This design comes from an exercise in tuning for small area and a short achievable clock period on the open sky130 flow, not from production work. At most, simulation tests tie the RTL to the original design; equivalence was not proved. The RTL of runs 1, 2 and 5 to 7 was laid out without a check of its function. No activity file was given, so power comes from the tool's default toggle rates.

### design/flow/run.sh
#!/bin/bash
# synth_recipe.tcl (not shown) runs the flow's synth.tcl, then flattens the netlist and writes it again
# the make line also repeats each setting of config.mk as NAME=value (left out here)
make -C /OpenROAD-flow-scripts/flow DESIGN_CONFIG=/design/flow/config.mk WORK_HOME=/design/flow/orfs CLKGATE_MAP_FILE= SYNTH_SCRIPT=/design/flow/synth_recipe.tcl finish
### design/flow/config.mk
export PLATFORM = sky130hd
export DESIGN_NAME = i2c_slave_intf
export DESIGN_NICKNAME = i2c_slave_intf
export VERILOG_FILES = /design/flow/design.v
export SDC_FILE = /design/flow/constraint.sdc
export NUM_CORES = 4
export LEC_CHECK = 0
export CAP_MARGIN = 20
export CORE_MARGIN = 2
export CORE_UTILIZATION = 40
export SLEW_MARGIN = 20
### design/flow/constraint.sdc
create_clock -name core_clock -period 5.5 [get_ports {clk}]
set_input_delay 1.1000 -clock core_clock [delete_from_list [all_inputs] [get_ports {clk}]]
set_output_delay 1.1000 -clock core_clock [all_outputs]
set_load 0.01 [all_outputs]
### design/flow/design.v
package i2c_slave_pkg;
    localparam int unsigned ADDR_W = 7;
    typedef logic [7:0] byte_t;
endpackage
module i2c_byte_fifo (
    input  logic         clk,
    input  logic         rst_n,
    input  logic         wr_en_i,
    input  logic [7:0]   wdata_i,
    input  logic         rd_en_i,
    input  logic         flush_i,
    output logic [7:0]   rdata_o,
    output logic         rvalid_o,
    output logic [8:0]   count_o,
    output logic         empty_o,
    output logic         full_o,
    output logic         ovf_o,
    output logic         udf_o
);
    logic [15:0] wrow_q, wcol_q, rrow_q, rcol_q;
    logic [15:0] wrow_d, wcol_d, rrow_d, rcol_d;
    logic [8:0]  count_q, count_d;
    logic        empty_q, empty_d, full_q, full_d;
    logic [7:0]  rdata_q, rdata_d;
    logic        rvalid_q, ovf_q, ovf_d, udf_q, udf_d;
    logic [2047:0] mem_q;
    logic push, pop, wen;
    logic cnt_is1, cnt_is255;
    logic [7:0] head;
    assign pop  = rd_en_i & ~empty_q & ~flush_i;
    assign push = wr_en_i & (~full_q | pop) & ~flush_i;
    assign wen = ~full_q | (wr_en_i & rd_en_i);
    assign cnt_is1   = (count_q == 9'd1);
    assign cnt_is255 = (count_q == 9'd255);
    always_comb begin
        wrow_d  = wrow_q;
        wcol_d  = wcol_q;
        rrow_d  = rrow_q;
        rcol_d  = rcol_q;
        count_d = count_q;
        empty_d = empty_q;
        full_d  = full_q;
        ovf_d   = ovf_q;
        udf_d   = udf_q;
        if (flush_i) begin
            wrow_d  = 16'd1;
            wcol_d  = 16'd1;
            rrow_d  = 16'd1;
            rcol_d  = 16'd1;
            count_d = '0;
            empty_d = 1'b1;
            full_d  = 1'b0;
            ovf_d   = 1'b0;
            udf_d   = 1'b0;
        end else begin
            if (push) begin
                wcol_d = {wcol_q[14:0], wcol_q[15]};
                if (wcol_q[15]) wrow_d = {wrow_q[14:0], wrow_q[15]};
            end
            if (pop) begin
                rcol_d = {rcol_q[14:0], rcol_q[15]};
                if (rcol_q[15]) rrow_d = {rrow_q[14:0], rrow_q[15]};
            end
            if (push && !pop) begin
                count_d = count_q + 9'd1;
                empty_d = 1'b0;
                full_d  = cnt_is255;
            end else if (pop && !push) begin
                count_d = count_q - 9'd1;
                empty_d = cnt_is1;
                full_d  = 1'b0;
            end
            if (rd_en_i && empty_q) udf_d = 1'b1;
            if (wr_en_i && !push)   ovf_d = 1'b1;
        end
    end
    always_comb begin
        logic [7:0] grp;
        head = '0;
        for (int r = 0; r < 16; r++) begin
            grp = '0;
            for (int c = 0; c < 16; c++) begin
                grp = grp | (mem_q[(16*r+c)*8 +: 8] & {8{rcol_q[c]}});
            end
            head = head | (grp & {8{rrow_q[r]}});
        end
    end
    assign rdata_d = pop ? head : rdata_q;
    always_ff @(posedge clk or negedge rst_n) begin
        if (!rst_n) begin
            wrow_q   <= 16'd1;
            wcol_q   <= 16'd1;
            rrow_q   <= 16'd1;
            rcol_q   <= 16'd1;
            count_q  <= '0;
            empty_q  <= 1'b1;
            full_q   <= 1'b0;
            rdata_q  <= '0;
            rvalid_q <= 1'b0;
            ovf_q    <= 1'b0;
            udf_q    <= 1'b0;
        end else begin
            wrow_q   <= wrow_d;
            wcol_q   <= wcol_d;
            rrow_q   <= rrow_d;
            rcol_q   <= rcol_d;
            count_q  <= count_d;
            empty_q  <= empty_d;
            full_q   <= full_d;
            rdata_q  <= rdata_d;
            rvalid_q <= pop;
            ovf_q    <= ovf_d;
            udf_q    <= udf_d;
        end
    end
    logic [15:0] wrow_en;
    assign wrow_en = wrow_q & {16{wen}};
    always_ff @(posedge clk) begin
        for (int r = 0; r < 16; r++) begin
            for (int c = 0; c < 16; c++) begin
                if (wrow_en[r] && wcol_q[c]) mem_q[(16*r+c)*8 +: 8] <= wdata_i;
            end
        end
    end
    assign rdata_o  = rdata_q;
    assign rvalid_o = rvalid_q;
    assign count_o  = count_q;
    assign empty_o  = empty_q;
    assign full_o   = full_q;
    assign ovf_o    = ovf_q;
    assign udf_o    = udf_q;
endmodule
module i2c_slave_intf
#(
    parameter int unsigned G_SLAVE_I2C_FIFO_WIDTH = 256,
    parameter logic [6:0]  G_SLAVE_ADDR_RST       = 7'h00,
    localparam int unsigned W                     = $clog2(G_SLAVE_I2C_FIFO_WIDTH)
) (
    input  logic         clk,
    input  logic         rst_n,
    input  logic         addr_wr_i,
    input  logic [6:0]   addr_wdata_i,
    output logic [6:0]   slave_addr_o,
    input  logic         rx_wr_en_i,
    input  logic [7:0]   rx_wdata_i,
    input  logic         rx_rd_en_i,
    output logic [7:0]   rx_rdata_o,
    output logic         rx_rvalid_o,
    input  logic         rx_flush_i,
    output logic [W:0]   rx_count_o,
    output logic         rx_empty_o,
    output logic         rx_full_o,
    output logic         rx_ovf_o,
    output logic         rx_udf_o,
    input  logic         tx_wr_en_i,
    input  logic [7:0]   tx_wdata_i,
    input  logic         tx_rd_en_i,
    output logic [7:0]   tx_rdata_o,
    output logic         tx_rvalid_o,
    input  logic         tx_flush_i,
    output logic [W:0]   tx_count_o,
    output logic         tx_empty_o,
    output logic         tx_full_o,
    output logic         tx_ovf_o,
    output logic         tx_udf_o
);
    logic [6:0] slave_addr_q;
    always_ff @(posedge clk or negedge rst_n) begin
        if (!rst_n) begin
            slave_addr_q <= G_SLAVE_ADDR_RST;
        end else if (addr_wr_i) begin
            slave_addr_q <= addr_wdata_i;
        end
    end
    assign slave_addr_o = slave_addr_q;
    i2c_byte_fifo u_rx_fifo (
        .clk      (clk),
        .rst_n    (rst_n),
        .wr_en_i  (rx_wr_en_i),
        .wdata_i  (rx_wdata_i),
        .rd_en_i  (rx_rd_en_i),
        .flush_i  (rx_flush_i),
        .rdata_o  (rx_rdata_o),
        .rvalid_o (rx_rvalid_o),
        .count_o  (rx_count_o),
        .empty_o  (rx_empty_o),
        .full_o   (rx_full_o),
        .ovf_o    (rx_ovf_o),
        .udf_o    (rx_udf_o)
    );
    i2c_byte_fifo u_tx_fifo (
        .clk      (clk),
        .rst_n    (rst_n),
        .wr_en_i  (tx_wr_en_i),
        .wdata_i  (tx_wdata_i),
        .rd_en_i  (tx_rd_en_i),
        .flush_i  (tx_flush_i),
        .rdata_o  (tx_rdata_o),
        .rvalid_o (tx_rvalid_o),
        .count_o  (tx_count_o),
        .empty_o  (tx_empty_o),
        .full_o   (tx_full_o),
        .ovf_o    (tx_ovf_o),
        .udf_o    (tx_udf_o)
    );
endmodule
==> results of run 1 <==
[power by group]
group	internal, uW	leakage (uW)	switching (uW)	total (uW)
clock	16200	0.00668	12400	28700
combinational	422	0.00943	1190	1620
sequential	35700	0.0392	180	35900
total	52400	0.0553	13800	66200
[cell usage in the layout, fill, tap and decap left out, types with 26 or more instances in the layout]
master              n
edfxtp_1         4096
dfrtp_4            30
nor2_1             43
buf_4             183
dfrtp_1           138
buf_12             41
a22oi_1           165
diode_2            37
and4_1             26
bufinv_16          43
a221oi_1          999
a21oi_1           135
clkbuf_16         424
nand2_1           266
nand4_1           257
clkdlybuf4s50_1    63
a22o_1           1003
clkinv_2           99
clkbuf_1           73
and2_1            516
clkinv_1           91
nor2b_1            33
[kinds of logic (layout without fill, tap and decap cells)]
kind of cell	after synthesis	count (layout)	share of synthesized area
simple gates	1199	1199	0.0433
buf+inv	606	1099	0.0160
other cells	0	37	0
fa+ha+maj	8	8	0.000637
xor+xnor	20	20	0.00112
mux	7	7	0.000502
flops	4275	4275	0.812
compound gates	2361	2361	0.127
[final cells by class]
| type | count | area [sq um] |
|---|---|---|
| fillers | 32600 | 214000 |
| clock buffers | 497 | 10900 |
| diodes | 37 | 92.6 |
| well taps | 5220 | 6530 |
| flip-flops and latches | 4275 | 128000 |
| repair buffers | 307 | 3080 |
| clock inverters | 285 | 2830 |
| multi-input cells | 3595 | 27100 |
| inverters | 10 | 37.5 |
[worst max path at each step]
stage / from / end / slack (ps)
after global placement: rx_wr_en_i / u_rx_fifo.mem_q[46] / 1420
after CTS: u_tx_fifo.rdata_q[4] / tx_rdata_o[4] / 1910
after global routing: u_rx_fifo.rcol_q[0] / u_rx_fifo.rdata_q[1] / 1800
final: u_rx_fifo.rcol_q[1] / u_rx_fifo.rdata_q[3] / 1920
after detailed placement: tx_wr_en_i / u_tx_fifo.mem_q[1958] / 1400
after floorplan: rx_flush_i / u_rx_fifo.count_q[7] / 2910
[per-stage QoR]
stage | cell area (sq um) | cells | total power [uW]
5_1_grt | 178000 | 14200 | 67800
4_1_cts | 178000 | 14200 | 66400
3_5_place_dp | 164000 | 13400 | 38200
6_report | 178000 | 14200 | 66200
2_1_floorplan | 157000 | 8476 | 37000
3_3_place_gp | 164000 | 13400 | 38200
[routing by layer]
layer	global-route usage	vias up	part of all wire
li1	-	36100	-
met1	0.322	46200	0.40
met2	0.351	5775	0.46
met3	0.0404	748	0.11
met4	0.0592	6	0.028
met5	0	-	0.00010
[Yosys cell counts, drive strengths merged, types with 37 or more instances]
library cell	number
clkbuf	340
buf	256
nor2b	37
a21oi	136
a221oi	1004
nand4	257
a22oi	165
edfxtp	4096
nand2	267
nor2	43
dfrtp	169
a22o	1003
and2	516
==> flow_metrics.env, run 1 <==
export IMPL_ys_ff_latch=4275
export IMPL_grt_antenna_before_repair=55
export IMPL_synth_nets=8516
export IMPL_tns_ps=0
export IMPL_dp_slack_ps=1400
export IMPL_rrSetupSlack_ps=1920
export IMPL_yosysTopAreaCellShare=0.783
export IMPL_setup_ws_ps=1920
export IMPL_root_buffer="clkbuf_16"
export IMPL_synth_top_area_cell="edfxtp_1"
export IMPL_drc=0
export IMPL_fin_skew_ps=130
export IMPL_reg2reg_to="u_rx_fifo.rdata_q[3]"
export IMPL_p_per_area_nw_per_um2=372
export IMPL_wl_per_cell_um=32.3
export IMPL_setup_viol=0
export IMPL_netlist_area_sq_um=157000
export IMPL_rsz0062_at_grt="no"
export IMPL_clock_latency_ps=1080
export IMPL_post_cts_resized=0
export IMPL_first_pass_iters=6
export IMPL_top_regs="u_rx_fifo.mem_q: 2048 flops, u_tx_fifo.mem_q: 2048 flops"
export IMPL_ctsHoldBuffers=0
export IMPL_ir_drop_mv=0.291
export IMPL_vias=88900
export IMPL_synth_top_flop_cell="edfxtp_1"
export IMPL_grt_pass1_vias=85400
export IMPL_core_sq_um=392000
export IMPL_finalHoldViolCount=0
export IMPL_rows=230
export IMPL_cts_sinks=4275
export IMPL_critPathArrivalTime_ps=4450
export IMPL_die_area_sq_um=398000
export IMPL_io_buffers=82
export IMPL_track_usage=0.224
export IMPL_final_antenna_net_count=0
export IMPL_cap_violations=0
export IMPL_nets=8647
export IMPL_fin_crit_sh=0.651
export IMPL_drt_total_wl_mm=459
export IMPL_postSynthCellCount=8476
export IMPL_r2r_start="u_rx_fifo.rcol_q[1]"
export IMPL_cp_num_cells=8
export IMPL_slew_viol_final=0
export IMPL_cts_inserted_buffers=418
export IMPL_gp_congestion=0.910
export IMPL_ios=83
export IMPL_cts_htree_levels=5
export IMPL_startpoint_type="flop"
export IMPL_timing_final_crit_period_ps=3580
export IMPL_syn_to_final_growth_pct=13.4
export IMPL_crit_required_ps=6370
export IMPL_seq_area_frac_synth=0.812
export IMPL_initial_core_util=0.401
export IMPL_clk_pin_slew_ps=60
export IMPL_crit_family="buffers and inverters"
export IMPL_cts_setup_buffers=0
export IMPL_tritoncts="done"
export IMPL_drive_gt1_frac=0.104
export IMPL_routed_via_density=6.25
export IMPL_synth_edf_count=4096
export IMPL_die_x_um=631
export IMPL_max_stage_delay_ps=850
export IMPL_worstPathCellList="buf_4, buf_4, a22o_1, a221oi_1, nand4_1, a22oi_1, and4_1, a31oi_1"
export IMPL_worstSetupPathType="flop to flop"
export IMPL_reg2reg_depth=8
export IMPL_critPathMostFrequentCell="buf_4"
export IMPL_worstMarginPinSlew_ps=1240
export IMPL_yosysUniqueCellTypes=60
export IMPL_crit_fanout=63
export IMPL_cp_slowest_cell="dfrtp_4"
export IMPL_critical_path_buf_inv_count=2
export IMPL_synthArstFlopShare=0.0419
export IMPL_hold_slack_ps=109
export IMPL_synthTopCellsByArea="edfxtp_1 78%, a22o_1 5.6%, a221oi_1 5.6%"
export IMPL_clockBufferDepth=4
export IMPL_fin_util=0.455
export IMPL_slew_headroom=0.175
export IMPL_dpl_hpwl_mm=274
export IMPL_hold_path_class="primary input to async pin"
export IMPL_drt_iter0_markers=13800
export IMPL_p_leak_uw=0.0553
export IMPL_outcome="no timing/DRC/antenna violations"
export IMPL_fmax_mhz=279
export IMPL_ys_warn_count=2
export IMPL_critPathCaptureType="flop"
export IMPL_grt_max_degree=131
export IMPL_grt_pass1_wl_mm=648
export IMPL_grt_ovfl_total=0
export IMPL_syn_mean_instance_area_sq_um=18.5
export IMPL_die_y_um=631
==> run 2: changes to the inputs <==
--- a/design/flow/config.mk
+++ b/design/flow/config.mk
@@ -8,4 +8,5 @@
 export CAP_MARGIN = 20
 export CORE_MARGIN = 2
 export CORE_UTILIZATION = 40
+export SETUP_SLACK_MARGIN = 3.0
 export SLEW_MARGIN = 20
==> run 2 against run 1 <==
Net effect:
- still clean
- die area unchanged
- clock-buffer cell count increased by 37
- setup slack better by 170 ps
- utilization grew 1.7 points
- sequential share of layout area down 2.5 points
- via count grew 5.0%
- cell count grew 2.0%
- total power shrank 1.0%
- combinational power rose by 18%
- sequential power barely moved
==> flow_metrics.env, run 2 <==
export IMPL_outcome="no timing/DRC/antenna violations"
export IMPL_fin_crit_sh=0.620
export IMPL_track_usage=0.244
export IMPL_netlist_area_sq_um=157000
export IMPL_synth_top_family_by_area="compound AO/OA/AOI/OAI gates"
export IMPL_die_area_sq_um=398000
export IMPL_synth_compound_area_share=0.127
export IMPL_n_fill_cell=31800
export IMPL_die_y_um=631
export IMPL_switching_power_uw=14000
export IMPL_placed_cells_incl_taps=13400
export IMPL_critPathArrivalTime_ps=4290
export IMPL_tritoncts="done"
export IMPL_drc=0
export IMPL_yosys_area_share_simple=0.0433
export IMPL_crit_required_ps=6380
export IMPL_yosys_mux_area_fraction=0.000502
export IMPL_ir_drop_mv=0.269
export IMPL_timing_final_crit_period_ps=3410
export IMPL_worstMarginPinSlew_ps=1160
export IMPL_top_regs="u_rx_fifo.mem_q: 2048 flops, u_tx_fifo.mem_q: 2048 flops"
export IMPL_reg2reg_to="u_tx_fifo.rdata_q[4]"
export IMPL_synth_top_area_cell="edfxtp_1"
export IMPL_syn_mean_instance_area_sq_um=18.5
export IMPL_slew_headroom=0.225
export IMPL_ys_warn_count=2
export IMPL_yosysTopAreaCellShare=0.783
export IMPL_critPathCaptureType="flop"
export IMPL_synth_nets=8516
export IMPL_die_x_um=631
export IMPL_final_common_cell="edfxtp_1"
export IMPL_io_buffers=82
export IMPL_synthArstFlopShare=0.0419
export IMPL_drive_gt1_frac=0.192
export IMPL_r2r_start="u_tx_fifo.rcol_q[10]"
export IMPL_clkPwrFrac=0.423
export IMPL_postSynthCellCount=8476
export IMPL_synth_edf_count=4096
export IMPL_clockBufferDepth=4
export IMPL_slew_viol_final=0
export IMPL_grt_pass1_vias=88400
export IMPL_vias=93300
export IMPL_p_leak_uw=0.0582
export IMPL_rows=230
export IMPL_syn_to_final_growth_pct=17.6
export IMPL_synthTopCellsByArea="edfxtp_1 78%, a22o_1 5.6%, a221oi_1 5.6%"
export IMPL_synth_top_flop_cell="edfxtp_1"
export IMPL_p_comb_frac=0.029
export IMPL_yosysUniqueCellTypes=60
export IMPL_ios=83
export IMPL_rsz0062_at_grt="yes"
export IMPL_dp_slack_ps=1180
export IMPL_fmax_mhz=293
export IMPL_finalNonFillerCells=14500
export IMPL_seq_area_frac_synth=0.812
export IMPL_cts_htree_levels=5
export IMPL_setup_ws_ps=2090
export IMPL_worstSetupPathType="flop to flop"
export IMPL_final_cell_mix="4096 x edfxtp_1, 988 x a22o_1, 738 x a221oi_1, 436 x clkbuf_16, 400 x and2_1"
export IMPL_wl_per_cell_um=35.1
export IMPL_cap_violations=0
export IMPL_dpl_hpwl_mm=276
export IMPL_clk_pin_slew_ps=70
export IMPL_hold_path_class="primary input to async pin"
export IMPL_reg2reg_depth=7
export IMPL_core_sq_um=392000
export IMPL_synth_xor_area_frac=0.00112
export IMPL_seq_power_share=0.547
export IMPL_startpoint_type="flop"
export IMPL_synth_most_common_cell="edfxtp_1"
export IMPL_root_buffer="clkbuf_16"
export IMPL_clock_latency_ps=1050
export IMPL_p_per_area_nw_per_um2=355
export IMPL_tns_ps=0
export IMPL_final_antenna_net_count=0
export IMPL_routed_via_density=6.43
export IMPL_fin_skew_ps=101
export IMPL_rrSetupSlack_ps=2090
export IMPL_cts_sinks=4275
export IMPL_crit_fanout=6
export IMPL_ys_ff_latch=4275
export IMPL_setup_viol=0
export IMPL_cts_inserted_buffers=416
export IMPL_grt_max_degree=115
export IMPL_drt_iter0_markers=15000
export IMPL_synthAdderAreaFrac=0.000637
export IMPL_initial_core_util=0.401
export IMPL_grt_ovfl_total=0
export IMPL_grt_antenna_before_repair=56
export IMPL_gp_congestion=0.906
export IMPL_nets=8937
export IMPL_sw_frac_of_total=0.213
export IMPL_p_int_uw=51500
export IMPL_synthTopCellsByCount="4096 x edfxtp_1, 1003 x a22o_1, 999 x a221oi_1, 516 x and2_1, 339 x clkbuf_1"
export IMPL_drt_total_wl_mm=509
export IMPL_first_pass_iters=7
export IMPL_grt_pass1_wl_mm=693
export IMPL_finalHoldViolCount=0
[run 2: cell counts after synthesis]
No cell type changed its count.
[run 2: how the worst max path moves through the flow]
stage | slack (ps) | end | depth (start not counted) | start
after floorplan | 2910 | u_rx_fifo.count_q[7] | 6 | rx_flush_i
after global placement | 1270 | u_tx_fifo.mem_q[1948] | 4 | tx_wr_en_i
after detailed placement | 1180 | u_tx_fifo.wrow_q[9] | 8 | tx_rd_en_i
after CTS | 2360 | u_tx_fifo.rdata_q[4] | 7 | u_tx_fifo.rcol_q[11]
after global routing | 2200 | u_tx_fifo.rdata_q[4] | 7 | u_tx_fifo.rcol_q[11]
final | 2090 | u_tx_fifo.rdata_q[4] | 7 | u_tx_fifo.rcol_q[10]
[run 2: what timing repair did]
| item | 4_1_cts | 5_1_grt |
|---|---|---|
| pin swaps | 154 | 107 |
| hold buffers | 0 | 0 |
| gates resized for setup | 715 | 186 |
| cloned | 13 | 16 |
| buffers inserted | 197 | 63 |
| endpoints found under the setup margin | 2914 | 712 |
[run 2: layer usage]
metal  vias to the layer above  global-route usage  part of all wire
li1                      36800                   -                 -
met1                     48500               0.344              0.39
met3                       988              0.0553              0.12
met5                         -                   0           0.00034
met4                        22              0.0893             0.038
met2                      7069               0.371              0.45
[run 2: logic make-up after synthesis]
family                     after synthesis
AOI/OAI and AO/OA                     2361
DFF                                   4275
muxes                                    7
and+or+nand+nor                       1199
adders and majority gates                8
buffers and inverters                  606
xor gates and xnor gates                20
[run 2: per-stage QoR]
| stage | area [sq um] | hold slack, ps | util | total power (uW) |
|---|---|---|---|---|
| final | 185000 | 141 | 0.472 | 65500 |
| after global routing | 185000 | 152 | 0.472 | 66900 |
| after CTS | 183000 | 117 | 0.466 | 65600 |
| after global placement | 164000 | 482 | 0.420 | 38200 |
| after detailed placement | 164000 | 484 | 0.420 | 38200 |
| after floorplan | 157000 | 469 | - | 37000 |
[run 2: critical path, cell delays in order, from the launching register on]
cell and delay [ps]:
dfrtp_4 610, buf_12 190, a22o_1 190, a221oi_2 290, nand4_1 220, a22oi_2 360, nand4_1 700, o41a_1 630
[run 2: final cells by class]
type	instances	area, sq um	area share
Sequential cell	4275	128000	0.691
Antenna cell	48	120	0.000650
Clock buffer	534	11100	0.0602
Tap cell	5220	6530	0.0354
Clock inverter	228	1960	0.0106
Inverter	10	45.0	0.000244
Multi-Input combinational cell	3595	29700	0.161
Timing Repair Buffer	599	7600	0.0411
[run 2: power groups by stage]
stage	sequential, uW	combinational [uW]	clock (uW)
after global placement	36600	1610	0
after global routing	35800	1980	29100
after detailed placement	36600	1630	0
after floorplan	36500	480	0
after CTS	35900	1830	27900
final	35900	1910	27700
==> run 3: changes to the inputs <==
--- a/design/flow/design.v
+++ b/design/flow/design.v
@@ -20,18 +20,18 @@
     logic [15:0] wrow_q, wcol_q, rrow_q, rcol_q;
     logic [15:0] wrow_d, wcol_d, rrow_d, rcol_d;
     logic [8:0]  count_q, count_d;
-    logic        empty_q, empty_d, full_q, full_d;
+    logic        empty_q, empty_d, full;
     logic [7:0]  rdata_q, rdata_d;
     logic        rvalid_q, ovf_q, ovf_d, udf_q, udf_d;
     logic [2047:0] mem_q;
     logic push, pop, wen;
-    logic cnt_is1, cnt_is255;
+    logic cnt_is1;
     logic [7:0] head;
+    assign full = count_q[8];
     assign pop  = rd_en_i & ~empty_q & ~flush_i;
-    assign push = wr_en_i & (~full_q | pop) & ~flush_i;
-    assign wen = ~full_q | (wr_en_i & rd_en_i);
+    assign push = wr_en_i & (~full | pop) & ~flush_i;
+    assign wen = ~full | (wr_en_i & rd_en_i);
     assign cnt_is1   = (count_q == 9'd1);
-    assign cnt_is255 = (count_q == 9'd255);
     always_comb begin
         wrow_d  = wrow_q;
         wcol_d  = wcol_q;
@@ -39,7 +39,6 @@
         rcol_d  = rcol_q;
         count_d = count_q;
         empty_d = empty_q;
-        full_d  = full_q;
         ovf_d   = ovf_q;
         udf_d   = udf_q;
         if (flush_i) begin
@@ -49,7 +48,6 @@
             rcol_d  = 16'd1;
             count_d = '0;
             empty_d = 1'b1;
-            full_d  = 1'b0;
             ovf_d   = 1'b0;
             udf_d   = 1'b0;
         end else begin
@@ -64,12 +62,10 @@
             if (push && !pop) begin
                 count_d = count_q + 9'd1;
                 empty_d = 1'b0;
-                full_d  = cnt_is255;
             end else if (pop && !push) begin
                 count_d = count_q - 9'd1;
                 empty_d = cnt_is1;
-                full_d  = 1'b0;
-            end
+                end
             if (rd_en_i && empty_q) udf_d = 1'b1;
             if (wr_en_i && !push)   ovf_d = 1'b1;
         end
@@ -94,7 +90,6 @@
             rcol_q   <= 16'd1;
             count_q  <= '0;
             empty_q  <= 1'b1;
-            full_q   <= 1'b0;
             rdata_q  <= '0;
             rvalid_q <= 1'b0;
             ovf_q    <= 1'b0;
@@ -106,7 +101,6 @@
             rcol_q   <= rcol_d;
             count_q  <= count_d;
             empty_q  <= empty_d;
-            full_q   <= full_d;
             rdata_q  <= rdata_d;
             rvalid_q <= pop;
             ovf_q    <= ovf_d;
@@ -126,7 +120,7 @@
     assign rvalid_o = rvalid_q;
     assign count_o  = count_q;
     assign empty_o  = empty_q;
-    assign full_o   = full_q;
+    assign full_o   = full;
     assign ovf_o    = ovf_q;
     assign udf_o    = udf_q;
 endmodule
--- a/design/flow/config.mk
+++ b/design/flow/config.mk
@@ -7,6 +7,9 @@
 export LEC_CHECK = 0
 export CAP_MARGIN = 20
 export CORE_MARGIN = 2
-export CORE_UTILIZATION = 40
+export CORE_UTILIZATION = 60
+export CTS_BUF_LIST = sky130_fd_sc_hd__clkbuf_8
+export CTS_CLUSTER_SIZE = 30
+export PLACE_DENSITY = 0.72
 export SETUP_SLACK_MARGIN = 3.0
 export SLEW_MARGIN = 20
==> run 3 against run 2 <==
Net effect:
- routed wire length up 2.1%
- utilization up 24 points
- global-route usage up 13 points
- non-clock buffer count up 33
- total power down 3.7%
- clock skew down 7.0 ps
- synthesized cell count up 0.41%
- critical path depth down 6
==> flow_metrics.env, run 3 <==
export IMPL_core_sq_um=260000
export IMPL_timing_final_crit_period_ps=3030
export IMPL_rows=187
export IMPL_holdCritStartpoint="tx_flush_i"
export IMPL_critPathCaptureType="primary output"
export IMPL_synth_most_common_cell="edfxtp_1"
export IMPL_yosysUniqueCellTypes=52
export IMPL_cap_violations=0
export IMPL_outcome="no timing/DRC/antenna violations"
export IMPL_drt_iter0_markers=17700
export IMPL_netlist_area_sq_um=157000
export IMPL_cts_sinks=4273
export IMPL_synthTopCellsByArea="edfxtp_1 78%, a221oi_1 5.6%, a22o_1 5.6%"
export IMPL_gp_congestion=0.939
export IMPL_p_leak_uw=0.0599
export IMPL_top_regs="u_rx_fifo.mem_q: 2048 flops, u_tx_fifo.mem_q: 2048 flops"
export IMPL_yosysTopAreaCellShare=0.784
export IMPL_clk_pin_slew_ps=70
export IMPL_first_pass_iters=7
export IMPL_vias=98500
export IMPL_tns_ps=0
export IMPL_clock_latency_ps=1290
export IMPL_die_area_sq_um=266000
export IMPL_grt_pass1_wl_mm=693
export IMPL_startpoint_type="flop"
export IMPL_synth_top_flop_cell="edfxtp_1"
export IMPL_initial_core_util=0.604
export IMPL_final_common_cell="edfxtp_1"
export IMPL_fin_crit_sh=0.551
export IMPL_critPathArrivalTime_ps=1930
export IMPL_slew_headroom=0.187
export IMPL_track_usage=0.371
export IMPL_grt_pass1_vias=92300
export IMPL_n_fill_cell=14900
export IMPL_root_buffer="clkbuf_8"
export IMPL_ys_ff_latch=4273
export IMPL_die_y_um=515
export IMPL_worstMarginPinSlew_ps=1220
export IMPL_rsz0062_at_grt="yes"
export IMPL_grt_max_degree=120
export IMPL_dpl_hpwl_mm=262
export IMPL_synthTopCellsByCount="4096 x edfxtp_1, 997 x a221oi_1, 997 x a22o_1, 520 x and2_1, 417 x clkbuf_1"
export IMPL_wl_per_cell_um=39.1
export IMPL_fmax_mhz=330
export IMPL_synth_edf_count=4096
export IMPL_critical_path_buf_inv_count=1
export IMPL_ys_warn_count=2
export IMPL_final_cell_mix="4096 x edfxtp_1, 975 x a22o_1, 678 x clkbuf_8, 563 x a221oi_1, 407 x a221oi_2"
export IMPL_p_per_area_nw_per_um2=342
export IMPL_postSynthCellCount=8511
export IMPL_drc=0
export IMPL_synth_top_area_cell="edfxtp_1"
export IMPL_ios=83
export IMPL_seq_area_frac_synth=0.812
export IMPL_io_buffers=82
export IMPL_slew_viol_final=0
export IMPL_drt_total_wl_mm=520
export IMPL_fin_skew_ps=94.1
export IMPL_grt_ovfl_total=0
export IMPL_worstSetupPathType="flop to primary output"
export IMPL_grt_antenna_before_repair=48
export IMPL_worstPathCellList="buf_6"
export IMPL_synthArstFlopShare=0.0414
export IMPL_syn_mean_instance_area_sq_um=18.4
export IMPL_hold_path_class="primary input to flop"
export IMPL_max_stage_delay_ps=590
export IMPL_nets=9220
export IMPL_finalHoldViolCount=0
export IMPL_crit_fanout=2
export IMPL_clockBufferDepth=4
export IMPL_cts_inserted_buffers=645
export IMPL_tritoncts="done"
export IMPL_crit_required_ps=4400
export IMPL_routed_via_density=7.41
export IMPL_setup_viol=0
export IMPL_syn_to_final_growth_pct=17.7
export IMPL_ir_drop_mv=0.298
export IMPL_final_antenna_net_count=0
export IMPL_drive_gt1_frac=0.251
export IMPL_synth_nets=8549
export IMPL_r2r_start="u_tx_fifo.rcol_q[12]"
export IMPL_startpoint="u_rx_fifo.empty_q"
export IMPL_cp_slowest_cell="dfstp_2"
export IMPL_cts_htree_levels=6
export IMPL_crit_family="flip-flops"
export IMPL_fin_util=0.710
export IMPL_die_x_um=515
-- run 3: logic make-up after synthesis --
logic type      share of synthesized area
compound gates                      0.127
xor+xnor                         0.000223
fa+ha+maj                        0.000478
buf+inv                            0.0155
flops                               0.812
mux                              0.000566
simple gates                       0.0438
-- run 3: through the flow --
stage                     total power (uW)  instance area, sq um  instances  hold WS, ps  setup slack (ps)
after floorplan                      37100                157000       8511          469              3010
final                                63100                185000      13300          376              2470
after CTS                            62700                182000      13100          272              2400
after global routing                 64400                184000      13200          377              2460
after global placement               38400                162000      11700          480              1410
after detailed placement             38400                162000      11700          485              1580
-- run 3: metal layers --
layer / vias up / GRT usage / share of wire
met4: 20 / 0.253 / 0.083
met2: 9890 / 0.561 / 0.45
met5: - / 0 / 0.00043
met1: 48900 / 0.473 / 0.32
li1: 37600 / - / -
met3: 2113 / 0.100 / 0.15
-- run 3: path summary, 6_finish.rpt --
kind	end	slack (ps)	depth (start not counted)
max	rx_empty_o	2470	1
min	u_tx_fifo.rvalid_q	380	3
max reg2reg	u_tx_fifo.rdata_q[5]	2540	8
min reg2reg	slave_addr_q[4]	520	1
max in group asynchronous	u_tx_fifo.rdata_q[0]	3540	3
min in group asynchronous	u_rx_fifo.rcol_q[12]	520	2
-- run 3: where the power goes --
part | switching (uW) | internal [uW]
clock | 12800 | 12000
combinational | 1600 | 705
sequential | 148 | 35800
total | 14600 | 48500
-- run 3: cell type report --
type / count / area [sq um] / share of cell area
diodes: 99 / 248 / 0.00134
clock buffers: 662 / 9110 / 0.0493
clock inverters: 504 / 2870 / 0.0156
inverters: 9 / 37.5 / 0.000203
multi-input cells: 3621 / 31400 / 0.170
flip-flops and latches: 4273 / 128000 / 0.691
well taps: 3496 / 4370 / 0.0237
repair buffers: 632 / 9000 / 0.0488
-- run 3: repair_timing --
item                        CTS  global route
setup buffers               231            62
gates resized for setup     985           293
pin swaps                   204           168
setup endpoints to repair  1798          2782
cloned                       31            36
hold endpoints to repair     51             0
hold buffers                  1             0
==> run 4: changes to the inputs <==
--- a/design/flow/config.mk
+++ b/design/flow/config.mk
@@ -8,8 +8,6 @@
 export CAP_MARGIN = 20
 export CORE_MARGIN = 2
 export CORE_UTILIZATION = 60
-export CTS_BUF_LIST = sky130_fd_sc_hd__clkbuf_8
-export CTS_CLUSTER_SIZE = 30
 export PLACE_DENSITY = 0.72
 export SETUP_SLACK_MARGIN = 3.0
 export SLEW_MARGIN = 20
==> run 4 against run 3 <==
Net effect:
- clock-buffer cell count is 186 lower
- hold slack worse by 160 ps
- sequential power hardly changed
- die area stayed put
- total power is 4.5% higher
- highest routed layer unchanged
- register-to-register slack better by 80 ps
- utilization is 0.56 points lower
- largest power group unchanged
- global-route usage is 0.87 points lower
- critical endpoint is now u_tx_fifo.rdata_q[2]
- fmax is 5.2% higher
- critical path depth is 6 higher
- critical path type is now flop to flop
- sequential share of layout area is 0.55 points higher
- setup slack better by 150 ps
==> flow_metrics.env, run 4 <==
export IMPL_root_buffer="clkbuf_16"
export IMPL_wl_per_cell_um=39.2
export IMPL_yosysTopAreaCellShare=0.784
export IMPL_synthTopCellsByArea="edfxtp_1 78%, a221oi_1 5.6%, a22o_1 5.6%"
export IMPL_yosys_area_share_simple=0.0438
export IMPL_rrSetupSlack_ps=2620
export IMPL_n_fill_cell=15000
export IMPL_drc=0
export IMPL_core_sq_um=260000
export IMPL_finalNonFillerCells=12700
export IMPL_crit_path_end="u_tx_fifo.rdata_q[2]"
export IMPL_die_y_um=515
export IMPL_critPathArrivalTime_ps=3670
export IMPL_max_stage_delay_ps=550
export IMPL_ir_drop_mv=0.445
export IMPL_crit_fanout=39
export IMPL_cp_num_cells=7
export IMPL_timing_final_crit_period_ps=2880
export IMPL_cts_inserted_buffers=406
export IMPL_synth_top_family_by_area="compound AO/OA/AOI/OAI gates"
export IMPL_fin_skew_ps=75.9
export IMPL_outcome="no timing/DRC/antenna violations"
export IMPL_critPathCaptureType="flop"
export IMPL_fin_crit_sh=0.523
export IMPL_nets=8900
export IMPL_clk_pin_slew_ps=70
export IMPL_startpoint_type="flop"
export IMPL_synthTopCellsByCount="4096 x edfxtp_1, 997 x a221oi_1, 997 x a22o_1, 520 x and2_1, 417 x clkbuf_1"
export IMPL_finalHoldViolCount=0
export IMPL_tritoncts="done"
export IMPL_setup_viol=0
export IMPL_dpl_hpwl_mm=262
export IMPL_die_x_um=515
export IMPL_io_buffers=82
export IMPL_seq_area_frac_synth=0.812
export IMPL_critical_path_buf_inv_count=2
export IMPL_cap_violations=0
export IMPL_synthArstFlopShare=0.0414
export IMPL_synth_compound_area_share=0.127
export IMPL_tns_ps=0
export IMPL_worstPathCellList="buf_6, buf_4, a221oi_2, nand4_1, a22oi_2, and4_1, a41oi_1"
export IMPL_syn_to_final_growth_pct=16.7
export IMPL_worstSetupPathType="flop to flop"
export IMPL_synth_edf_count=4096
export IMPL_ys_ff_latch=4273
export IMPL_final_antenna_net_count=0
export IMPL_rows=187
export IMPL_yosys_mux_area_fraction=0.000566
export IMPL_final_common_cell="edfxtp_1"
export IMPL_first_pass_iters=7
export IMPL_reg2reg_depth=7
export IMPL_initial_core_util=0.604
export IMPL_clockBufferDepth=4
export IMPL_ys_warn_count=2
export IMPL_drt_total_wl_mm=499
export IMPL_top_regs="u_rx_fifo.mem_q: 2048 flops, u_tx_fifo.mem_q: 2048 flops"
export IMPL_gp_congestion=0.939
export IMPL_crit_required_ps=6290
export IMPL_vias=95600
export IMPL_placed_cells_incl_taps=11700
export IMPL_p_leak_uw=0.0584
export IMPL_synth_top_flop_cell="edfxtp_1"
export IMPL_die_area_sq_um=266000
export IMPL_drive_gt1_frac=0.218
export IMPL_reg2reg_to="u_tx_fifo.rdata_q[2]"
export IMPL_grt_pass1_wl_mm=679
export IMPL_startpoint="u_tx_fifo.rcol_q[8]"
export IMPL_grt_pass1_vias=89500
export IMPL_synth_nets=8549
export IMPL_rsz0062_at_grt="yes"
export IMPL_grt_ovfl_total=0
export IMPL_crit_family="compound AO/OA/AOI/OAI gates"
export IMPL_syn_mean_instance_area_sq_um=18.4
export IMPL_worstMarginPinSlew_ps=1140
export IMPL_grt_antenna_before_repair=39
export IMPL_netlist_area_sq_um=157000
export IMPL_slew_headroom=0.243
export IMPL_postSynthCellCount=8511
export IMPL_p_per_area_nw_per_um2=360
export IMPL_hold_slack_ps=215
export IMPL_ios=83
export IMPL_synth_xor_area_frac=0.000223
export IMPL_synth_top_area_cell="edfxtp_1"
export IMPL_synth_most_common_cell="edfxtp_1"
export IMPL_synthAdderAreaFrac=0.000478
export IMPL_routed_via_density=7.50
export IMPL_cp_slowest_cell="dfrtp_4"
export IMPL_clock_latency_ps=1010
export IMPL_track_usage=0.362
export IMPL_yosysUniqueCellTypes=52
export IMPL_grt_max_degree=120
export IMPL_cts_htree_levels=5
export IMPL_slew_viol_final=0
export IMPL_drt_iter0_markers=17500
export IMPL_r2r_start="u_tx_fifo.rcol_q[8]"
export IMPL_final_cell_mix="4096 x edfxtp_1, 985 x a22o_1, 656 x a221oi_1, 423 x clkbuf_16, 323 x a221oi_2"
export IMPL_hold_path_class="primary input to async pin"
export IMPL_fmax_mhz=347
export IMPL_cts_sinks=4273
-- run 4: worst min path at each step --
stage,startpoint,to,depth (start not counted)
final,rst_n,u_rx_fifo.rcol_q[6],1
after global routing,rst_n,u_rx_fifo.rcol_q[6],1
after CTS,rst_n,u_rx_fifo.rcol_q[11],1
after detailed placement,u_rx_fifo.udf_q,u_rx_fifo.udf_q,2
after global placement,u_rx_fifo.udf_q,u_rx_fifo.udf_q,2
after floorplan,u_rx_fifo.wrow_q[0],u_rx_fifo.wrow_q[0],2
-- run 4: cells by family after synthesis --
group,after synthesis
buffers and inverters,617
multiplexers,8
flip-flops,4273
AO/OA/AOI/OAI,2386
XOR/XNOR,4
adder cells (fa/ha/maj),6
AND/OR/NAND/NOR,1217
-- run 4: report_power, final --
| part | total [uW] | switching [uW] | internal (uW) |
|---|---|---|---|
| Combinational | 2180 | 1540 | 643 |
| Clock | 27900 | 12300 | 15500 |
| Sequential | 35900 | 146 | 35700 |
| Total | 65900 | 14000 | 51900 |
-- run 4: area by class of cell --
| cell class | instances | area, sq um | area share |
|---|---|---|---|
| timing repair buffer | 551 | 7340 | 0.0401 |
| tap | 3496 | 4370 | 0.0239 |
| clock buffer | 476 | 10500 | 0.0575 |
| sequential | 4273 | 128000 | 0.697 |
| multi-input combinational | 3621 | 30600 | 0.167 |
| clock inverter | 262 | 2580 | 0.0141 |
| inverter | 9 | 33.8 | 0.000184 |
| antenna | 58 | 145 | 0.000792 |
-- run 4: what timing repair did --
item	in CTS	in global routing
hold buffers	0	0
gates cloned	14	17
setup buffers	200	49
pin swaps	166	152
gates resized for setup	819	284
endpoints found under the setup margin	2544	2546
-- run 4: per-layer routing --
| layer | global-route usage | wire length, um | up-vias |
|---|---|---|---|
| met5 | 0 | 92 | - |
| met4 | 0.238 | 40500 | 14 |
| met3 | 0.0882 | 67400 | 1961 |
| met2 | 0.555 | 227000 | 9164 |
| met1 | 0.466 | 164000 | 47800 |
| li1 | - | - | 36800 |
-- run 4: stage by stage --
stage               cell area [sq um]  total power [uW]  setup slack (ps)   util
finish                         183000             65900              2620  0.705
floorplan                      157000             37100              3010      -
global placement               162000             38400              1410  0.623
detailed placement             162000             38400              1580  0.623
CTS                            181000             65700              2680  0.695
global route                   183000             67100              2680  0.704
==> run 5: changes to the inputs <==
--- a/design/flow/design.v
+++ b/design/flow/design.v
@@ -17,8 +17,10 @@
     output logic         ovf_o,
     output logic         udf_o
 );
-    logic [15:0] wrow_q, wcol_q, rrow_q, rcol_q;
-    logic [15:0] wrow_d, wcol_d, rrow_d, rcol_d;
+    logic [7:0]  wptr_q, wptr_d;
+    logic [15:0] wrow, wcol;
+    logic [15:0] rrow_q, rcol_q;
+    logic [15:0] rrow_d, rcol_d;
     logic [8:0]  count_q, count_d;
     logic        empty_q, empty_d, full;
     logic [7:0]  rdata_q, rdata_d;
@@ -33,8 +35,7 @@
     assign wen = ~full | (wr_en_i & rd_en_i);
     assign cnt_is1   = (count_q == 9'd1);
     always_comb begin
-        wrow_d  = wrow_q;
-        wcol_d  = wcol_q;
+        wptr_d  = wptr_q;
         rrow_d  = rrow_q;
         rcol_d  = rcol_q;
         count_d = count_q;
@@ -42,8 +43,7 @@
         ovf_d   = ovf_q;
         udf_d   = udf_q;
         if (flush_i) begin
-            wrow_d  = 16'd1;
-            wcol_d  = 16'd1;
+            wptr_d  = '0;
             rrow_d  = 16'd1;
             rcol_d  = 16'd1;
             count_d = '0;
@@ -52,8 +52,7 @@
             udf_d   = 1'b0;
         end else begin
             if (push) begin
-                wcol_d = {wcol_q[14:0], wcol_q[15]};
-                if (wcol_q[15]) wrow_d = {wrow_q[14:0], wrow_q[15]};
+                wptr_d = wptr_q + 8'd1;
             end
             if (pop) begin
                 rcol_d = {rcol_q[14:0], rcol_q[15]};
@@ -84,8 +83,7 @@
     assign rdata_d = pop ? head : rdata_q;
     always_ff @(posedge clk or negedge rst_n) begin
         if (!rst_n) begin
-            wrow_q   <= 16'd1;
-            wcol_q   <= 16'd1;
+            wptr_q   <= '0;
             rrow_q   <= 16'd1;
             rcol_q   <= 16'd1;
             count_q  <= '0;
@@ -95,8 +93,7 @@
             ovf_q    <= 1'b0;
             udf_q    <= 1'b0;
         end else begin
-            wrow_q   <= wrow_d;
-            wcol_q   <= wcol_d;
+            wptr_q   <= wptr_d;
             rrow_q   <= rrow_d;
             rcol_q   <= rcol_d;
             count_q  <= count_d;
@@ -108,11 +105,17 @@
         end
     end
     logic [15:0] wrow_en;
-    assign wrow_en = wrow_q & {16{wen}};
+    always_comb begin
+        for (int i = 0; i < 16; i++) begin
+            wrow[i] = (wptr_q[7:4] == 4'(i));
+            wcol[i] = (wptr_q[3:0] == 4'(i));
+        end
+    end
+    assign wrow_en = wrow & {16{wen}};
     always_ff @(posedge clk) begin
         for (int r = 0; r < 16; r++) begin
             for (int c = 0; c < 16; c++) begin
-                if (wrow_en[r] && wcol_q[c]) mem_q[(16*r+c)*8 +: 8] <= wdata_i;
+                if (wrow_en[r] && wcol[c]) mem_q[(16*r+c)*8 +: 8] <= wdata_i;
             end
         end
     end
--- a/design/flow/config.mk
+++ b/design/flow/config.mk
@@ -8,6 +8,8 @@
 export CAP_MARGIN = 20
 export CORE_MARGIN = 2
 export CORE_UTILIZATION = 60
+export CTS_CLUSTER_DIAMETER = 120
+export CTS_CLUSTER_SIZE = 28
 export PLACE_DENSITY = 0.72
 export SETUP_SLACK_MARGIN = 3.0
 export SLEW_MARGIN = 20
==> run 5 against run 4 <==
Net effect:
- highest routed layer unchanged
- fmax shrank 5.3%
- clock skew shrank 41 ps
- still clean on timing, DRC and antenna
- via count shrank 5.4%
- synthesized cell count shrank 2.2%
- hold slack lost 70 ps
- sequential power is essentially flat
==> flow_metrics.env, run 5 <==
export IMPL_tritoncts="done"
export IMPL_timing_final_crit_period_ps=3040
export IMPL_netlist_area_sq_um=154000
export IMPL_top_regs="u_rx_fifo.mem_q: 2048 flops, u_tx_fifo.mem_q: 2048 flops"
export IMPL_worstSetupPathType="flop to flop"
export IMPL_slew_headroom=0.202
export IMPL_die_area_sq_um=261000
export IMPL_drc=0
export IMPL_io_buffers=82
export IMPL_setup_viol=0
export IMPL_n_fill_cell=15400
export IMPL_synth_top_flop_cell="edfxtp_1"
export IMPL_dpl_hpwl_mm=255
export IMPL_fmax_mhz=329
export IMPL_ios=83
export IMPL_final_antenna_net_count=0
export IMPL_ff_latch_area_sq_um=126000
export IMPL_synth_edf_count=4096
export IMPL_startpoint_type="flop"
export IMPL_crit_fanout=72
export IMPL_fin_crit_sh=0.553
export IMPL_fin_area_sq_um=176000
export IMPL_crit_required_ps=6260
export IMPL_power_uw=54900
export IMPL_grt_pass1_vias=84800
export IMPL_grt_antenna_before_repair=8
export IMPL_synthTopCellsByCount="4096 x edfxtp_1, 1006 x a22o_1, 1001 x a221oi_1, 572 x nor2_1, 355 x clkbuf_1"
export IMPL_cts_sinks=4225
export IMPL_fin_skew_ps=35.1
export IMPL_tns_ps=0
export IMPL_critPathArrivalTime_ps=3800
export IMPL_drt_total_wl_mm=471
export IMPL_synth_nets=8374
export IMPL_worstPathCellList="buf_12, a22o_1, a221oi_2, nand4_1, a22oi_2, nand4_1, o41a_1"
export IMPL_syn_mean_instance_area_sq_um=18.5
export IMPL_die_y_um=511
export IMPL_finalHoldViolCount=0
export IMPL_grt_pass1_wl_mm=644
export IMPL_ys_warn_count=2
export IMPL_rows=186
export IMPL_drive_gt1_frac=0.219
export IMPL_grt_ovfl_total=0
export IMPL_track_usage=0.347
export IMPL_yosysUniqueCellTypes=54
export IMPL_p_leak_uw=0.0525
export IMPL_initial_core_util=0.602
export IMPL_cts_inserted_buffers=168
export IMPL_synth_most_common_cell="edfxtp_1"
export IMPL_placed_area_sq_um=160000
export IMPL_syn_to_final_growth_pct=14.0
export IMPL_clockBufferDepth=3
export IMPL_critPathMostFrequentCell="nand4_1"
export IMPL_die_x_um=511
export IMPL_grt_max_degree=138
export IMPL_root_buffer="clkbuf_16"
export IMPL_outcome="no timing/DRC/antenna violations"
export IMPL_seq_area_frac_synth=0.819
export IMPL_wl_per_cell_um=39.4
export IMPL_gp_congestion=0.929
export IMPL_postSynthCellCount=8328
export IMPL_max_stage_delay_ps=570
export IMPL_rsz0062_at_grt="yes"
export IMPL_drt_iter0_markers=15800
export IMPL_ctsHoldBuffers=0
export IMPL_core_sq_um=256000
export IMPL_clk_pin_slew_ps=110
export IMPL_worstMarginPinSlew_ps=1200
export IMPL_final_common_cell="edfxtp_1"
export IMPL_synthTopCellsByArea="edfxtp_1 80%, a22o_1 5.7%, a221oi_1 5.7%"
export IMPL_cap_violations=0
export IMPL_ys_ff_latch=4225
export IMPL_cp_slowest_cell="dfrtp_4"
export IMPL_critPathCaptureType="flop"
export IMPL_multi_input_area_sq_um=32800
export IMPL_routed_via_density=7.56
export IMPL_nets=8518
export IMPL_slew_viol_final=0
export IMPL_clock_latency_ps=890
export IMPL_cts_htree_levels=4
export IMPL_synth_top_area_cell="edfxtp_1"
export IMPL_final_cell_mix="4096 x edfxtp_1, 999 x a22o_1, 660 x a221oi_1, 476 x nor2_4, 315 x a221oi_2"
export IMPL_first_pass_iters=6
export IMPL_ir_drop_mv=0.419
export IMPL_yosysTopAreaCellShare=0.798
export IMPL_synthArstFlopShare=0.0305
export IMPL_vias=90500
export IMPL_p_per_area_nw_per_um2=312
export IMPL_hold_path_class="primary input to async pin"
-- run 5: worst paths after layout --
check	start	to	slack (ps)	cells past startpoint
min reg2reg	u_tx_fifo.udf_q	u_tx_fifo.udf_q	520	2
min	rst_n	u_tx_fifo.rcol_q[14]	140	1
max reg2reg	u_tx_fifo.rcol_q[10]	u_tx_fifo.rdata_q[4]	2460	7
min in group core_clock	u_tx_fifo.udf_q	u_tx_fifo.udf_q	520	2
max in group asynchronous	rst_n	u_tx_fifo.rdata_q[5]	4120	2
max	u_tx_fifo.rcol_q[10]	u_tx_fifo.rdata_q[4]	2460	7
-- run 5: power breakdown --
group          internal [uW]  switching (uW)
logic                   1230            2680
registers              35500             267
clock network           5890            9330
total                  42600           12300
-- run 5: layout make-up --
type | instances | share of cell area
Clock buffer | 263 | 0.0263
Inverter | 11 | 0.000235
Clock inverter | 11 | 0.000605
Timing Repair Buffer | 563 | 0.0431
Antenna cell | 5 | 0.0000712
Sequential cell | 4225 | 0.719
Multi-Input combinational cell | 3503 | 0.187
Tap cell | 3384 | 0.0241
-- run 5: stage by stage --
| step | utilization | hold slack [ps] | cells | setup WS, ps |
|---|---|---|---|---|
| floorplan | - | 526 | 8328 | 2860 |
| global placement | 0.625 | 493 | 11400 | 963 |
| detailed placement | 0.625 | 494 | 11400 | 893 |
| CTS | 0.677 | 156 | 11900 | 2700 |
| global route | 0.686 | 200 | 12000 | 2530 |
| finish | 0.686 | 145 | 12000 | 2460 |
-- run 5: logic make-up (layout without fill, tap and decap cells) --
kind of cell               after synthesis  after routing  synth area share
DFF                                   4225           4225             0.819
AOI/OAI and AO/OA                     2303           2303             0.127
and+or+nand+nor                       1152           1152            0.0348
buffers and inverters                  600            848            0.0160
xor gates and xnor gates                27             27           0.00153
adders and majority gates               14             14           0.00114
muxes                                    7              7          0.000511
other                                    0              5                 0
-- run 5: critical path, delay by kind of cell (launching register included) --
kind	cells	cell delay, ps
flops	1	570
simple gates	2	610
compound gates	4	1370
buf+inv	1	210
-- run 5: layer usage --
metal	global-route usage	up-vias	part of all wire
met4	0.203	8	0.074
li1	-	35400	-
met1	0.462	45900	0.34
met3	0.0707	1353	0.12
met2	0.540	7793	0.46
met5	0	-	0.00014
-- run 5: repair_timing --
| action | in CTS | in global routing |
|---|---|---|
| setup buffers | 181 | 70 |
| endpoints found under the hold margin | 0 | 0 |
| setup endpoints to repair | 3693 | 2640 |
| resized for setup | 1495 | 229 |
| gates cloned | 15 | 17 |
| pin swaps | 174 | 112 |
==> run 6: changes to the inputs <==
--- a/design/flow/config.mk
+++ b/design/flow/config.mk
@@ -11,5 +11,5 @@
 export CTS_CLUSTER_DIAMETER = 120
 export CTS_CLUSTER_SIZE = 28
 export PLACE_DENSITY = 0.72
-export SETUP_SLACK_MARGIN = 3.0
+export SETUP_SLACK_MARGIN = 2.6
 export SLEW_MARGIN = 20
==> run 6 against run 5 <==
Net effect:
- cell count down 0.74%
- utilization fell by 2.9 points
- register-to-register slack improved by 60 ps
- clock skew grew 33 ps
- first-iteration DRC count is 1.9% higher
- highest routed layer unchanged
==> flow_metrics.env, run 6 <==
export IMPL_outcome="no timing/DRC/antenna violations"
export IMPL_sw_frac_of_total=0.221
export IMPL_rsz0062_at_grt="yes"
export IMPL_n_fill_cell=16300
export IMPL_drt_total_wl_mm=453
export IMPL_drt_iter0_markers=16100
export IMPL_p_comb_frac=0.059
export IMPL_reg2reg_to="u_rx_fifo.rdata_q[4]"
export IMPL_hold_path_class="primary input to async pin"
export IMPL_core_sq_um=256000
export IMPL_finalNonFillerCells=11900
export IMPL_grt_ovfl_total=0
export IMPL_clock_latency_ps=920
export IMPL_clockBufferDepth=3
export IMPL_first_pass_iters=7
export IMPL_ios=83
export IMPL_syn_to_final_growth_pct=9.24
export IMPL_crit_required_ps=6060
export IMPL_multi_input_area_sq_um=27700
export IMPL_cts_inserted_buffers=169
export IMPL_startpoint_type="primary input"
export IMPL_clk_pin_slew_ps=100
export IMPL_io_buffers=82
export IMPL_crit_fanout=16
export IMPL_die_area_sq_um=261000
export IMPL_ctsHoldBuffers=0
export IMPL_setup_viol=0
export IMPL_final_common_cell="edfxtp_1"
export IMPL_critPathCaptureType="flop"
export IMPL_worstSetupPathType="primary input to flop"
export IMPL_synth_most_common_cell="edfxtp_1"
export IMPL_yosysTopAreaCellShare=0.798
export IMPL_grt_pass1_vias=84000
export IMPL_ys_ff_latch=4225
export IMPL_synth_edf_count=4096
export IMPL_slew_viol_final=0
export IMPL_cts_sinks=4225
export IMPL_p_int_uw=42300
export IMPL_tns_ps=0
export IMPL_rrSetupSlack_ps=2520
export IMPL_switching_power_uw=12000
export IMPL_die_x_um=511
export IMPL_synth_nets=8374
export IMPL_seq_power_share=0.659
export IMPL_grt_pass1_wl_mm=629
export IMPL_r2r_start="u_rx_fifo.rcol_q[8]"
export IMPL_yosysUniqueCellTypes=54
export IMPL_synthArstFlopShare=0.0305
export IMPL_drive_gt1_frac=0.145
export IMPL_nets=8436
export IMPL_seq_area_frac_synth=0.819
export IMPL_synthTopCellsByCount="4096 x edfxtp_1, 1006 x a22o_1, 1001 x a221oi_1, 572 x nor2_1, 355 x clkbuf_1"
export IMPL_slew_headroom=0.301
export IMPL_netlist_area_sq_um=154000
export IMPL_vias=89000
export IMPL_clkPwrFrac=0.282
export IMPL_ir_drop_mv=0.414
export IMPL_tritoncts="done"
export IMPL_syn_mean_instance_area_sq_um=18.5
export IMPL_finalHoldViolCount=0
export IMPL_track_usage=0.340
export IMPL_dp_slack_ps=1000
export IMPL_ff_latch_area_sq_um=126000
export IMPL_die_y_um=511
export IMPL_synthTopCellsByArea="edfxtp_1 80%, a22o_1 5.7%, a221oi_1 5.7%"
export IMPL_root_buffer="clkbuf_16"
export IMPL_fmax_mhz=330
export IMPL_p_leak_uw=0.0504
export IMPL_gp_congestion=0.959
export IMPL_timing_final_crit_period_ps=3030
export IMPL_dpl_hpwl_mm=258
export IMPL_synth_top_flop_cell="edfxtp_1"
export IMPL_cap_violations=0
export IMPL_grt_antenna_before_repair=10
export IMPL_fin_crit_sh=0.552
export IMPL_grt_max_degree=109
export IMPL_critPathArrivalTime_ps=3590
export IMPL_wl_per_cell_um=38.1
export IMPL_fin_skew_ps=68.3
export IMPL_placed_cells_incl_taps=11500
export IMPL_final_antenna_net_count=0
export IMPL_top_regs="u_rx_fifo.mem_q: 2048 flops, u_tx_fifo.mem_q: 2048 flops"
export IMPL_worstMarginPinSlew_ps=1050
export IMPL_cts_htree_levels=4
export IMPL_reg2reg_depth=7
export IMPL_routed_via_density=7.50
export IMPL_rows=186
export IMPL_final_cell_mix="4096 x edfxtp_1, 1006 x a22o_1, 947 x a221oi_1, 291 x nor2_2, 280 x buf_4"
export IMPL_drc=0
export IMPL_initial_core_util=0.602
export IMPL_synth_top_area_cell="edfxtp_1"
export IMPL_setup_ws_ps=2470
export IMPL_p_per_area_nw_per_um2=323
export IMPL_postSynthCellCount=8328
export IMPL_ys_warn_count=2
[run 6: power groups by stage]
stage / Combinational, uW / Sequential [uW] / Clock (uW)
3_3_place_gp: 2810 / 36600 / 0
4_1_cts: 3060 / 35800 / 15300
5_1_grt: 3290 / 35800 / 16400
3_5_place_dp: 2840 / 36600 / 0
6_report: 3210 / 35800 / 15300
2_1_floorplan: 1090 / 36400 / 0
[run 6: area by class of cell]
cell class	count	area share
antenna	2	0.0000297
clock inverter	17	0.00186
clock buffer	254	0.0271
tap	3384	0.0251
multi-input combinational	3503	0.165
inverter	11	0.000245
sequential	4225	0.751
timing repair buffer	480	0.0303
[run 6: worst max-delay path by stage]
| stage | startpoint | end | slack (ps) | depth (start not counted) |
|---|---|---|---|---|
| 6_report | rx_rd_en_i | u_rx_fifo.mem_q[206] | 2470 | 6 |
| 5_1_grt | rx_rd_en_i | u_rx_fifo.mem_q[204] | 2460 | 6 |
| 4_1_cts | u_rx_fifo.count_q[8] | rx_count_o[8] | 2410 | 1 |
| 3_5_place_dp | tx_rd_en_i | u_tx_fifo.mem_q[1406] | 1000 | 7 |
| 3_3_place_gp | tx_rd_en_i | u_tx_fifo.mem_q[1285] | 1010 | 7 |
| 2_1_floorplan | tx_wr_en_i | u_tx_fifo.mem_q[1568] | 2740 | 5 |
[run 6: kinds of logic after synthesis]
family	after synthesis	synth area share
AOI/OAI and AO/OA	2303	0.127
xor gates and xnor gates	27	0.00153
adders and majority gates	14	0.00114
buffers and inverters	600	0.0160
DFF	4225	0.819
muxes	7	0.000511
and+or+nand+nor	1152	0.0348
[run 6: layer usage]
metal | global-route usage | wire length [um]
met5 | 0 | 55
met2 | 0.523 | 210000
met1 | 0.454 | 154000
met3 | 0.0697 | 57800
met4 | 0.203 | 30500
[run 6: per-stage QoR]
stage	util	total power (uW)	hold WS, ps	area, sq um
3_5_place_dp	0.622	39400	497	159000
5_1_grt	0.657	55500	125	168000
6_report	0.657	54300	117	168000
3_3_place_gp	0.622	39400	490	159000
2_1_floorplan	-	37500	526	154000
4_1_cts	0.652	54100	82.6	167000
[run 6: timing repair]
| action | CTS | global route |
|---|---|---|
| pin swaps | 12 | 28 |
| gates cloned | 1 | 0 |
| gates resized for setup | 454 | 319 |
| endpoints found under the setup margin | 2708 | 2766 |
| buffers inserted | 99 | 21 |
[run 6: worst max-delay path, stage by stage]
cell and delay (ps):
clkdlybuf4s50_1 720, a21oi_1 290, nor3b_2 240, buf_4 170, nand2_2 360, nor2_1 690
==> run 7: changes to the inputs <==
--- a/design/flow/design.v
+++ b/design/flow/design.v
@@ -19,8 +19,8 @@
 );
     logic [7:0]  wptr_q, wptr_d;
     logic [15:0] wrow, wcol;
-    logic [15:0] rrow_q, rcol_q;
-    logic [15:0] rrow_d, rcol_d;
+    logic [7:0]  rrow_q, rrow_d;
+    logic [31:0] rcol_q, rcol_d;
     logic [8:0]  count_q, count_d;
     logic        empty_q, empty_d, full;
     logic [7:0]  rdata_q, rdata_d;
@@ -44,8 +44,8 @@
         udf_d   = udf_q;
         if (flush_i) begin
             wptr_d  = '0;
-            rrow_d  = 16'd1;
-            rcol_d  = 16'd1;
+            rrow_d  = 8'd1;
+            rcol_d  = 32'd1;
             count_d = '0;
             empty_d = 1'b1;
             ovf_d   = 1'b0;
@@ -55,8 +55,8 @@
                 wptr_d = wptr_q + 8'd1;
             end
             if (pop) begin
-                rcol_d = {rcol_q[14:0], rcol_q[15]};
-                if (rcol_q[15]) rrow_d = {rrow_q[14:0], rrow_q[15]};
+                rcol_d = {rcol_q[30:0], rcol_q[31]};
+                if (rcol_q[31]) rrow_d = {rrow_q[6:0], rrow_q[7]};
             end
             if (push && !pop) begin
                 count_d = count_q + 9'd1;
@@ -72,10 +72,10 @@
     always_comb begin
         logic [7:0] grp;
         head = '0;
-        for (int r = 0; r < 16; r++) begin
+        for (int r = 0; r < 8; r++) begin
             grp = '0;
-            for (int c = 0; c < 16; c++) begin
-                grp = grp | (mem_q[(16*r+c)*8 +: 8] & {8{rcol_q[c]}});
+            for (int c = 0; c < 32; c++) begin
+                grp = grp | (mem_q[(32*r+c)*8 +: 8] & {8{rcol_q[c]}});
             end
             head = head | (grp & {8{rrow_q[r]}});
         end
@@ -84,8 +84,8 @@
     always_ff @(posedge clk or negedge rst_n) begin
         if (!rst_n) begin
             wptr_q   <= '0;
-            rrow_q   <= 16'd1;
-            rcol_q   <= 16'd1;
+            rrow_q   <= 8'd1;
+            rcol_q   <= 32'd1;
             count_q  <= '0;
             empty_q  <= 1'b1;
             rdata_q  <= '0;
--- a/design/flow/config.mk
+++ b/design/flow/config.mk
@@ -11,5 +11,5 @@
 export CTS_CLUSTER_DIAMETER = 120
 export CTS_CLUSTER_SIZE = 28
 export PLACE_DENSITY = 0.72
-export SETUP_SLACK_MARGIN = 2.6
+export SETUP_SLACK_MARGIN = 3.0
 export SLEW_MARGIN = 20
==> run 7 against run 6 <==
Net effect:
- synthesized area increased by 0.66%
- setup slack got worse by 270 ps
- critical path type is now flop to flop
- clock-buffer cell count increased by 1
- hold slack got worse by 20 ps
- largest cell class unchanged
- first-iteration DRC count increased by 34%
- sequential share of layout area decreased by 3.5 points
- via count increased by 11%
- still clean
- critical path depth unchanged
- flip-flop and latch count increased by 16
==> flow_metrics.env, run 7 <==
export IMPL_p_leak_uw=0.0536
export IMPL_p_per_area_nw_per_um2=303
export IMPL_p_int_uw=42100
export IMPL_fin_area_sq_um=177000
export IMPL_rsz0062_at_grt="yes"
export IMPL_fin_crit_sh=0.601
export IMPL_grt_antenna_before_repair=29
export IMPL_core_sq_um=257000
export IMPL_critPathCaptureType="flop"
export IMPL_die_x_um=513
export IMPL_clk_pin_slew_ps=110
export IMPL_reg2reg_depth=6
export IMPL_drive_gt1_frac=0.219
export IMPL_drc=0
export IMPL_seq_area_frac_synth=0.816
export IMPL_timing_final_crit_period_ps=3310
export IMPL_routed_via_density=7.94
export IMPL_track_usage=0.406
export IMPL_seq_power_share=0.664
export IMPL_worstSetupPathType="flop to flop"
export IMPL_startpoint_type="flop"
export IMPL_dp_slack_ps=952
export IMPL_placed_area_sq_um=162000
export IMPL_grt_max_degree=167
export IMPL_die_area_sq_um=263000
export IMPL_initial_core_util=0.604
export IMPL_fin_skew_ps=32.4
export IMPL_top_regs="u_rx_fifo.mem_q: 2048 flops, u_tx_fifo.mem_q: 2048 flops"
export IMPL_synthArstFlopShare=0.0342
export IMPL_ir_drop_mv=0.432
export IMPL_gp_congestion=0.987
export IMPL_ys_ff_latch=4241
export IMPL_drt_iter0_markers=21600
export IMPL_p_comb_frac=0.048
export IMPL_vias=98700
export IMPL_io_buffers=82
export IMPL_grt_ovfl_total=0
export IMPL_drt_total_wl_mm=551
export IMPL_sw_frac_of_total=0.215
export IMPL_clockBufferDepth=3
export IMPL_setup_viol=0
export IMPL_hold_path_class="primary input to async pin"
export IMPL_grt_pass1_vias=90400
export IMPL_ctsHoldBuffers=0
export IMPL_nets=8968
export IMPL_cap_violations=0
export IMPL_hold_slack_ps=97.5
export IMPL_rows=186
export IMPL_wl_per_cell_um=44.3
export IMPL_root_buffer="clkbuf_16"
export IMPL_ios=83
export IMPL_synth_top_flop_cell="edfxtp_1"
export IMPL_syn_mean_instance_area_sq_um=18.2
export IMPL_first_pass_iters=14
export IMPL_slew_headroom=0.189
export IMPL_cts_inserted_buffers=169
export IMPL_yosysUniqueCellTypes=62
export IMPL_finalHoldViolCount=0
export IMPL_tns_ps=0
export IMPL_cts_sinks=4241
export IMPL_synth_most_common_cell="edfxtp_1"
export IMPL_fmax_mhz=302
export IMPL_dpl_hpwl_mm=291
export IMPL_synth_edf_count=4096
export IMPL_syn_to_final_growth_pct=14.3
export IMPL_setup_ws_ps=2190
export IMPL_cts_htree_levels=4
export IMPL_tritoncts="done"
export IMPL_power_uw=53700
export IMPL_clkPwrFrac=0.288
export IMPL_final_common_cell="edfxtp_1"
export IMPL_switching_power_uw=11600
export IMPL_grt_pass1_wl_mm=733
export IMPL_crit_fanout=24
export IMPL_synth_top_area_cell="edfxtp_1"
export IMPL_ys_warn_count=2
export IMPL_die_y_um=513
export IMPL_final_cell_mix="4096 x edfxtp_1, 1049 x a22oi_1, 448 x a22o_1, 388 x nor2_4, 369 x buf_4"
export IMPL_postSynthCellCount=8543
export IMPL_synthTopCellsByArea="edfxtp_1 79%, a22oi_1 5.5%, a22o_1 2.6%"
export IMPL_yosysTopAreaCellShare=0.793
export IMPL_synth_nets=8589
export IMPL_synthTopCellsByCount="4096 x edfxtp_1, 1136 x a22oi_1, 554 x nor2_1, 456 x a22o_1, 382 x a221oi_1"
export IMPL_worstMarginPinSlew_ps=1220
export IMPL_crit_required_ps=6290
export IMPL_clock_latency_ps=920
export IMPL_final_antenna_net_count=0
export IMPL_netlist_area_sq_um=155000
export IMPL_slew_viol_final=0
export IMPL_critPathArrivalTime_ps=4090
export IMPL_outcome="no timing/DRC/antenna violations"
[run 7: cell count changes after synthesis, moves of 105 or more]
cell / previous run / this run
a221oi_1: 1001 / 382
a22o_1: 1006 / 456
a22oi_1: 160 / 1136
buf_2: 130 / 235
clkbuf_1: 355 / 202
nand3_1: 28 / 221
[run 7: critical path, cell delays in order (launching register included)]
cell	delay (ps)
dfrtp_4	560
buf_6	230
a22oi_1	240
nand4_1	200
o41ai_4	790
nand4_1	610
o32a_1	500
[run 7: cell families (layout without fill, tap and decap cells)]
family	Yosys count	count (layout)	share of synthesized area
flops	4241	4241	0.816
fa+ha+maj	14	14	0.00113
buf+inv	593	1068	0.0189
xor+xnor	26	26	0.00147
compound gates	2313	2313	0.121
other cells	0	26	0
mux	9	9	0.000637
simple gates	1347	1347	0.0405
[run 7: metrics by stage]
| step | utilization | cells |
|---|---|---|
| 2_1_floorplan | - | 8543 |
| 3_3_place_gp | 0.629 | 11700 |
| 3_5_place_dp | 0.629 | 11700 |
| 4_1_cts | 0.681 | 12300 |
| 5_1_grt | 0.690 | 12400 |
| 6_report | 0.691 | 12400 |
[run 7: power groups by stage]
| stage | registers [uW] | clock network [uW] | logic (uW) |
|---|---|---|---|
| global placement | 36400 | 0 | 2030 |
| finish | 35600 | 15500 | 2580 |
| global route | 35700 | 16300 | 2580 |
| CTS | 35600 | 15300 | 2370 |
| floorplan | 36400 | 0 | 667 |
| detailed placement | 36400 | 0 | 2060 |
[run 7: cell type report]
cell class / instances / area (sq um)
sequential: 4241 / 127000
fill: 15400 / 79500
multi-input combinational: 3709 / 31500
timing repair buffer: 786 / 9900
clock buffer: 255 / 4620
tap: 3384 / 4230
clock inverter: 12 / 143
antenna: 26 / 65.1
inverter: 15 / 63.8
[run 7: routing by layer]
| metal | part of all wire | wire, um | up-vias | global-route usage |
|---|---|---|---|---|
| met1 | 0.32 | 176000 | 48900 | 0.539 |
| met2 | 0.41 | 225000 | 11100 | 0.552 |
| met3 | 0.20 | 110000 | 2212 | 0.201 |
| met5 | 0.0026 | 1440 | - | 0.0133 |
| li1 | - | - | 36300 | - |
| met4 | 0.070 | 38700 | 55 | 0.212 |
[run 7: timing repair]
item	CTS	global route
gates resized for setup	1014	239
cloned	10	10
pin swaps	141	141
endpoints found under the hold margin	0	0
setup endpoints to repair	4113	2553
buffers inserted	358	93
[run 7: final timing paths]
| check | from | endpoint | slack, ps |
|---|---|---|---|
| hold reg to reg | slave_addr_q[1] | slave_addr_q[1] | 510 |
| setup / recovery | u_tx_fifo.rcol_q[26] | u_tx_fifo.rdata_q[7] | 2190 |
| hold / removal | rst_n | u_tx_fifo.count_q[0] | 100 |
| min in group core_clock | slave_addr_q[1] | slave_addr_q[1] | 510 |
| max in group asynchronous | rst_n | u_rx_fifo.rcol_q[22] | 4040 |
| setup reg to reg | u_tx_fifo.rcol_q[26] | u_tx_fifo.rdata_q[7] | 2190 |
